Background: an optimization exercise with open tools, aiming at small area, a short achievable clock period and few clock cycles per item. Do not read the settings as production practice. Where RTL was checked, it was by simulation tests only, not by an equivalence proof against the original. Power figures rest on the tool's default switching activity, not on a simulated workload.

==> inputs of v32 <==
==> flow/design.v <==
`timescale 1ns/100ps
package conv_pkg;
    typedef logic signed [7:0] int8_t;
    typedef logic [16-1:0] bf16_t;
    typedef logic [8:0] half_t;
endpackage
`timescale 1ns/100ps
module int8_to_bf16_front
(
    input  conv_pkg::int8_t value,
    output conv_pkg::half_t half
);
    logic       s;
    logic [6:0] x;
    logic       sat;
    logic [6:0] below;    
    logic [6:0] m;
    logic       z4;
    assign s   = value[7];
    assign x   = value[6:0];
    assign sat = s && (x == 7'd0);    
    for (genvar i = 0; i < 7; i++) begin : g_below
        assign below[i] = (i == 0) ? 1'b0 : |x[(i == 0 ? 0 : i-1):0];
    end
    assign m = sat ? 7'h7F : (x ^ ({7{s}} & below));
    assign z4   = s ? (&x[6:3] && |x[2:0]) : (x[6:3] == 4'd0);
    assign half = {z4, s, z4 ? {m[2:0], 4'd0} : m};
endmodule
module int8_to_bf16_back
(
    input  conv_pkg::half_t half,
    output conv_pkg::bf16_t result
);
    logic       z4, z2, z1, s;
    logic [6:0] a, b;
    logic [5:0] c;
    logic [7:0] e;
    assign {z4, s, a} = half;
    assign z2 = (a[6:5] == 2'd0);
    assign b  = z2 ? {a[4:0], 2'd0} : a;
    assign z1 = !b[6];
    assign c  = z1 ? {b[4:0], 1'b0} : b[5:0];
    assign e[7]   = !(z4 && z2);
    assign e[6:3] = {4{z4 && z2 && !z1}};
    assign e[2]   = !(z4 ^ z2) && !(z4 && z2 && z1);
    assign e[1]   = z2 && !(z4 && z1);
    assign e[0]   = !z1;
    assign result = {s, e, c, 1'b0};
endmodule
`timescale 1ns/100ps
module line_assembler
(
    input  logic                  half_sel,
    input  logic [64-1:0] mem_data_in,
    output conv_pkg::half_t [3:0] halves
);
    logic [64/2-1:0] word_half;
    assign word_half = half_sel ? mem_data_in[64-1:64/2]
                                : mem_data_in[64/2-1:0];
    for (genvar i = 0; i < 4; i++) begin : g_lane
        int8_to_bf16_front u_front (
            .value (word_half[i*8 +: 8]),
            .half  (halves[i])
        );
    end
endmodule
`timescale 1ns/100ps
module tile_buffer
(
    input  logic                  clk,
    input  conv_pkg::half_t [3:0] halves_in,
    output logic [64-1:0] res_data_out
);
    conv_pkg::half_t [3:0] halves_q;
    always_ff @(posedge clk)
        halves_q <= halves_in;
    for (genvar i = 0; i < 4; i++) begin : g_lane
        int8_to_bf16_back u_back (
            .half   (halves_q[i]),
            .result (res_data_out[i*16 +: 16])
        );
    end
endmodule
`timescale 1ns/100ps
module tile_word_counter
(
    input  logic       clk,
    input  logic       rd_active,
    output logic [5:0] rd_word,
    output logic [5:0] wr_word,
    output logic       rd_last
);
    logic [6:0] seq;
    logic       fb;
    assign fb = seq[5] ^ seq[4] ^ (seq[4:0] == 5'd0);
    always_ff @(posedge clk) begin
        if (!rd_active)
            seq <= '0;
        else
            seq <= {seq[5:0], fb};
    end
    assign rd_word = seq[5:0];
    assign wr_word = seq[6:1];
    assign rd_last = (seq[5:0] == 6'b100000);
endmodule
`timescale 1ns/100ps
module tile_ctrl_fsm
(
    input  logic     clk,
    input  logic     rst,
    input  logic     comp_enb,
    input  logic     rd_last,
    output logic     rd_active,
    output logic     wr_active,
    output logic     busy,
    output logic     done
);
    always_ff @(posedge clk) begin
        if (rst) begin
            rd_active <= 1'b0;
            wr_active <= 1'b0;
        end else begin
            if (rd_active)
                rd_active <= !rd_last;
            else
                rd_active <= comp_enb && !wr_active;    
            wr_active <= rd_active;
        end
    end
    assign busy = rd_active;
    assign done = wr_active && !rd_active;    
endmodule
`timescale 1ns/100ps
module tile_convert_top
(
    input  logic                   clk,
    input  logic                   rst,
    input  logic                   comp_enb,
    output logic                   busy,
    output logic                   done,
    output logic [16-1:0] mem_addr,
    output logic                   mem_read_enb,
    input  logic [64-1:0]  mem_data_in,
    output logic [16-1:0] res_addr,
    output logic [64-1:0]  res_data_out,
    output logic                   res_write_enb
);
    logic                  rd_active;
    logic                  wr_active;
    logic                  rd_last;
    logic [5:0]            rd_word;
    logic [5:0]            wr_word;
    conv_pkg::half_t [3:0] halves;
    tile_ctrl_fsm u_fsm (
        .clk       (clk),
        .rst       (rst),
        .comp_enb  (comp_enb),
        .rd_last   (rd_last),
        .rd_active (rd_active),
        .wr_active (wr_active),
        .busy      (busy),
        .done      (done)
    );
    tile_word_counter u_counter (
        .clk       (clk),
        .rd_active (rd_active),
        .rd_word   (rd_word),
        .wr_word   (wr_word),
        .rd_last   (rd_last)
    );
    line_assembler u_assembler (
        .half_sel    (rd_word[0]),
        .mem_data_in (mem_data_in),
        .halves      (halves)
    );
    tile_buffer u_buffer (
        .clk          (clk),
        .halves_in    (halves),
        .res_data_out (res_data_out)
    );
    assign mem_addr      = {11'd0, rd_word[5:1]};
    assign res_addr      = {10'd0, wr_word};
    assign mem_read_enb  = rd_active;
    assign res_write_enb = wr_active;
endmodule
==> flow/flow/run.sh <==
#!/bin/bash
# Standard layout with three changes:
#  - synthesis maps the logic with ABC's area script replaced by abc.script,
#    and without the adder extraction (ADDER_MAP_FILE empty); everything else,
#    register names included, is the standard synthesis; the run stops with
#    an error if its registers differ from the standard synthesis's;
#  - the port buffers are made from the smallest buffer cell.
# Each tool's output goes to a log of its own in this folder.
set -euo pipefail
here=$(pwd)
res=$here/orfs/results/$FLOW_PLATFORM/tile_convert_top/base

# The standard synthesis, kept for its registers
bash standard.sh synth > synth_standard.log 2>&1
cp $res/1_2_yosys.v $here/standard_synth.v
rm -rf $here/orfs

# ORFS's scripts with the area ABC script replaced
cp -r $FLOW_HOME/scripts $here/scripts
cp $here/flow/abc.script $here/scripts/abc_area.script
bash standard.sh synth SCRIPTS_DIR=$here/scripts ABC_AREA=1 ADDER_MAP_FILE= > synth.log 2>&1
python3 $here/flow/sameregs.py $here/standard_synth.v $res/1_2_yosys.v > sameregs.log 2>&1

export BUFFER_PORTS_ARGS="-buffer_cell sky130_fd_sc_hd__buf_1"
export CTS_ARGS="-sink_clustering_enable -repair_clock_nets -dont_use_dummy_load"
bash standard.sh finish > standard.log 2>&1
==> flow/flow/abc.script <==
strash
dch -f
amap
==> flow/flow/sameregs.py <==
# sameregs.py A.v B.v: exit 0 when both netlists hold the same flip-flops
# (instance names and cell types), else 1.
import re, sys
def regs(path):
    text = open(path).read()
    return sorted(re.findall(r'^\s*(sky130_fd_sc_hd__(?:df|edf|sdf|dl)\w*)\s+(\\\S+|\w+)\s*\(', text, re.M), key=lambda t: t[1])
a, b = regs(sys.argv[1]), regs(sys.argv[2])
print(f"{len(a)} registers in {sys.argv[1]}, {len(b)} in {sys.argv[2]}")
if a != b:
    for x in sorted(set(a) ^ set(b))[:20]:
        print("differs:", x)
    sys.exit(1)
print("same registers")
==> flow/standard.sh <==
#!/bin/bash
# synth_recipe.tcl (not shown) runs the flow's synth.tcl, then flattens the netlist and writes it again
# the make line also repeats each setting of config.mk as NAME=value (left out here)
make -C /OpenROAD-flow-scripts/flow DESIGN_CONFIG=/design/flow/config.mk WORK_HOME=/design/flow/orfs CLKGATE_MAP_FILE= SYNTH_SCRIPT=/design/flow/synth_recipe.tcl "${@:-finish}"
==> flow/config.mk <==
export PLATFORM = sky130hd
export DESIGN_NAME = tile_convert_top
export DESIGN_NICKNAME = tile_convert_top
export VERILOG_FILES = /design/flow/design.v
export SDC_FILE = /design/flow/constraint.sdc
export NUM_CORES = 4
export LEC_CHECK = 0
export CAP_MARGIN = 20
export CORE_MARGIN = 2
export CORE_UTILIZATION = 40
export SETUP_SLACK_MARGIN = 4.7
export SLEW_MARGIN = 20
==> flow/constraint.sdc <==
create_clock -name core_clock -period 8.0 [get_ports {clk}]
set_input_delay 1.6000 -clock core_clock [delete_from_list [all_inputs] [get_ports {clk}]]
set_output_delay 1.6000 -clock core_clock [all_outputs]
set_load 0.01 [all_outputs]
==> v15: changes against v32 <==
--- a/flow/design.v
+++ b/flow/design.v
@@ -4,46 +4,58 @@
     typedef logic [16-1:0] bf16_t;
-    typedef logic [8:0] half_t;
+    typedef logic [9:0] smag_t;
+    typedef logic [4*16-1:0] chunk_t;
+    function automatic smag_t step1(input logic [7:0] v);
+        logic [6:0] m;
+        m = v[7] ? ((v[6:0] == 7'd0) ? 7'h7F : (~v[6:0] + 7'd1)) : v[6:0];
+        step1 = {2'b00, v[7], m};
+    endfunction
+    function automatic smag_t step2(input smag_t t);
+        logic z4;
+        z4 = (t[6:3] == 4'd0);
+        step2 = {1'b0, z4, t[7], z4 ? {t[2:0], 4'd0} : t[6:0]};
+    endfunction
+    function automatic smag_t step3(input smag_t t);
+        logic z2;
+        z2 = (t[6:5] == 2'd0);
+        step3 = {z2, t[8], t[7], z2 ? {t[4:0], 2'd0} : t[6:0]};
+    endfunction
+    function automatic smag_t step4(input smag_t t);
+        logic z1;
+        z1 = !t[6];
+        step4 = {t[9], t[8], t[7], z1, z1 ? {t[4:0], 1'b0} : t[5:0]};
+    endfunction
+    function automatic bf16_t finish(input smag_t t);
+        logic z4, z2, z1, s;
+        logic [7:0] e;
+        z2 = t[9]; z4 = t[8]; s = t[7]; z1 = t[6];
+        e[7]   = !(z4 && z2);
+        e[6:3] = {4{z4 && z2 && !z1}};
+        e[2]   = !(z4 ^ z2) && !(z4 && z2 && z1);
+        e[1]   = z2 && !(z4 && z1);
+        e[0]   = !z1;
+        finish = {s, e, t[5:0], 1'b0};
+    endfunction
+    function automatic smag_t steps(input smag_t t, input int from, input int to);
+        smag_t r;
+        r = t;
+        if (from < 2 && to >= 2) r = step2(r);
+        if (from < 3 && to >= 3) r = step3(r);
+        if (from < 4 && to >= 4) r = step4(r);
+        steps = r;
+    endfunction
 endpackage
 `timescale 1ns/100ps
-module int8_to_bf16_front
+module int8_to_smag #(parameter int CUT = 2)
 (
     input  conv_pkg::int8_t value,
-    output conv_pkg::half_t half
+    output conv_pkg::smag_t smag
 );
-    logic       s;
-    logic [6:0] x;
-    logic       sat;
-    logic [6:0] below;    
-    logic [6:0] m;
-    logic       z4;
-    assign s   = value[7];
-    assign x   = value[6:0];
-    assign sat = s && (x == 7'd0);    
-    for (genvar i = 0; i < 7; i++) begin : g_below
-        assign below[i] = (i == 0) ? 1'b0 : |x[(i == 0 ? 0 : i-1):0];
-    end
-    assign m = sat ? 7'h7F : (x ^ ({7{s}} & below));
-    assign z4   = s ? (&x[6:3] && |x[2:0]) : (x[6:3] == 4'd0);
-    assign half = {z4, s, z4 ? {m[2:0], 4'd0} : m};
+    assign smag = conv_pkg::steps(conv_pkg::step1(value), 1, CUT);
 endmodule
-module int8_to_bf16_back
+module smag_to_bf16 #(parameter int CUT = 2)
 (
-    input  conv_pkg::half_t half,
+    input  conv_pkg::smag_t smag,
     output conv_pkg::bf16_t result
 );
-    logic       z4, z2, z1, s;
-    logic [6:0] a, b;
-    logic [5:0] c;
-    logic [7:0] e;
-    assign {z4, s, a} = half;
-    assign z2 = (a[6:5] == 2'd0);
-    assign b  = z2 ? {a[4:0], 2'd0} : a;
-    assign z1 = !b[6];
-    assign c  = z1 ? {b[4:0], 1'b0} : b[5:0];
-    assign e[7]   = !(z4 && z2);
-    assign e[6:3] = {4{z4 && z2 && !z1}};
-    assign e[2]   = !(z4 ^ z2) && !(z4 && z2 && z1);
-    assign e[1]   = z2 && !(z4 && z1);
-    assign e[0]   = !z1;
-    assign result = {s, e, c, 1'b0};
+    assign result = conv_pkg::finish(conv_pkg::steps(smag, CUT, 4));
 endmodule
@@ -54,11 +66,11 @@
     input  logic [64-1:0] mem_data_in,
-    output conv_pkg::half_t [3:0] halves
+    output conv_pkg::smag_t [3:0] smag
 );
-    logic [64/2-1:0] word_half;
-    assign word_half = half_sel ? mem_data_in[64-1:64/2]
-                                : mem_data_in[64/2-1:0];
+    logic [64/2-1:0] half;
+    assign half = half_sel ? mem_data_in[64-1:64/2]
+                           : mem_data_in[64/2-1:0];
     for (genvar i = 0; i < 4; i++) begin : g_lane
-        int8_to_bf16_front u_front (
-            .value (word_half[i*8 +: 8]),
-            .half  (halves[i])
+        int8_to_smag u_smag (
+            .value (half[i*8 +: 8]),
+            .smag  (smag[i])
         );
@@ -70,11 +82,11 @@
     input  logic                  clk,
-    input  conv_pkg::half_t [3:0] halves_in,
+    input  conv_pkg::smag_t [3:0] smag_in,
     output logic [64-1:0] res_data_out
 );
-    conv_pkg::half_t [3:0] halves_q;
+    conv_pkg::smag_t [3:0] smag_q;
     always_ff @(posedge clk)
-        halves_q <= halves_in;
+        smag_q <= smag_in;
     for (genvar i = 0; i < 4; i++) begin : g_lane
-        int8_to_bf16_back u_back (
-            .half   (halves_q[i]),
+        smag_to_bf16 u_conv (
+            .smag   (smag_q[i]),
             .result (res_data_out[i*16 +: 16])
@@ -152,3 +164,3 @@
     logic [5:0]            wr_word;
-    conv_pkg::half_t [3:0] halves;
+    conv_pkg::smag_t [3:0] smag;
     tile_ctrl_fsm u_fsm (
@@ -173,3 +185,3 @@
         .mem_data_in (mem_data_in),
-        .halves      (halves)
+        .smag        (smag)
     );
@@ -177,3 +189,3 @@
         .clk          (clk),
-        .halves_in    (halves),
+        .smag_in      (smag),
         .res_data_out (res_data_out)
--- a/flow/flow/run.sh
+++ b/flow/flow/run.sh
@@ -1,3 +1,3 @@
 #!/bin/bash
-# Standard layout with three changes:
+# Standard layout with these changes:
 #  - synthesis maps the logic with ABC's area script replaced by abc.script,
@@ -6,3 +6,5 @@
 #    an error if its registers differ from the standard synthesis's;
-#  - the port buffers are made from the smallest buffer cell.
+#  - the port buffers are made from the smallest buffer cell;
+#  - clock tree synthesis inserts no dummy loads and uses clkbuf_4 only;
+#  - one tie cell drives all constant outputs.
 # Each tool's output goes to a log of its own in this folder.
@@ -24,3 +26,4 @@
 export BUFFER_PORTS_ARGS="-buffer_cell sky130_fd_sc_hd__buf_1"
-export CTS_ARGS="-sink_clustering_enable -repair_clock_nets -dont_use_dummy_load"
+export CTS_ARGS="-sink_clustering_enable -repair_clock_nets -dont_use_dummy_load -buf_list {sky130_fd_sc_hd__clkbuf_4 sky130_fd_sc_hd__clkbuf_8}"
+export SKIP_REPAIR_TIE_FANOUT=1
 bash standard.sh finish > standard.log 2>&1
==> flow/flow/abc.script (replaced) <==
strash
dch -f
amap
strash
dch -f
amap
strash
dch -f
amap
Settings changed: SETUP_SLACK_MARGIN 4.7 to 4.5.
==> impl_metrics.yaml <==
outcome:
  outcome: "complete, no violations"
cells_and_area:
  seqAreaFraction: 0.259
worst_setup_path:
  cpMaxStageDelayCell: "dfxtp_1"
  reg2reg_to: "u_buffer.halves_q[29]"
grt:
  grt_usage: 0.173
  grt_pass1_vias: 2439
drt:
  via_per_inst: 5.00
  wl_met2_microns: 3440
  wirelength_microns: 7180
power:
  irDropWorstVdd_v: 0.000112
  clock_net_power_w: 0.000125
floorplan:
  taps: 96
placement:
  dp_hpwl_microns: 5600
  place_ws_ns: 4.47
synthesis:
  synth_compound_area_frac: 0.316
-- figures above: v32

==> impl_metrics.yaml <==
drt:
  wl_per_cell_microns: 11.6
  wirelength_microns: 6560
  via_per_inst: 5.11
  wl_met2_microns: 3050
outcome:
  outcome: "complete, no violations"
grt:
  grt_usage: 0.168
worst_setup_path:
  cpMaxStageDelayCell: "a311o_1"
placement:
  place_ws_ns: 3.83
  dp_hpwl_microns: 5240
floorplan:
  io_pins: 167
  taps: 80
power:
  clock_net_power_w: 0.000120
synthesis:
  synth_compound_area_frac: 0.298
cells_and_area:
  seqAreaFraction: 0.278
-- figures above: v15

Testbench counts of v15, summed over its fixed seeds: cycles 4,224, tiles 64.
No functional check of the RTL was part of v32.

-- separate check: timing with driven ports --
Ports are ideal in the flow. The routed layouts listed here were re-timed in OpenROAD.
Step 1 assumes that a clkbuf_16 drives the clock port and a buf_2 every other input.
Step 2, shift: input delay + t, output delay - t, t = (earliest + latest rising clock arrival at the registers) / 2. This alone moves slack from input paths to output paths.
Three values: ideal ports, drivers, drivers and shift; two values: the first two.
run	t (ns)	setup WS [ns]	hold WS [ns]	latest minus earliest clock arrival (ns)	slew at the worst register clock pin (ns)
v32	0.318	4.778 / 4.750 / 4.584	0.493 / 0.493 / 0.493	0.019 / 0.019	0.09 / 0.09
v15	0.307	4.619 / 4.626 / 4.319	0.489 / 0.489 / 0.489	0.021 / 0.021	0.08 / 0.08
After both steps setup and hold are still met in every run listed. For v15, which loses most, drivers alone change the setup slack by +0.007 ns; drivers and shift together by -0.300 ns.
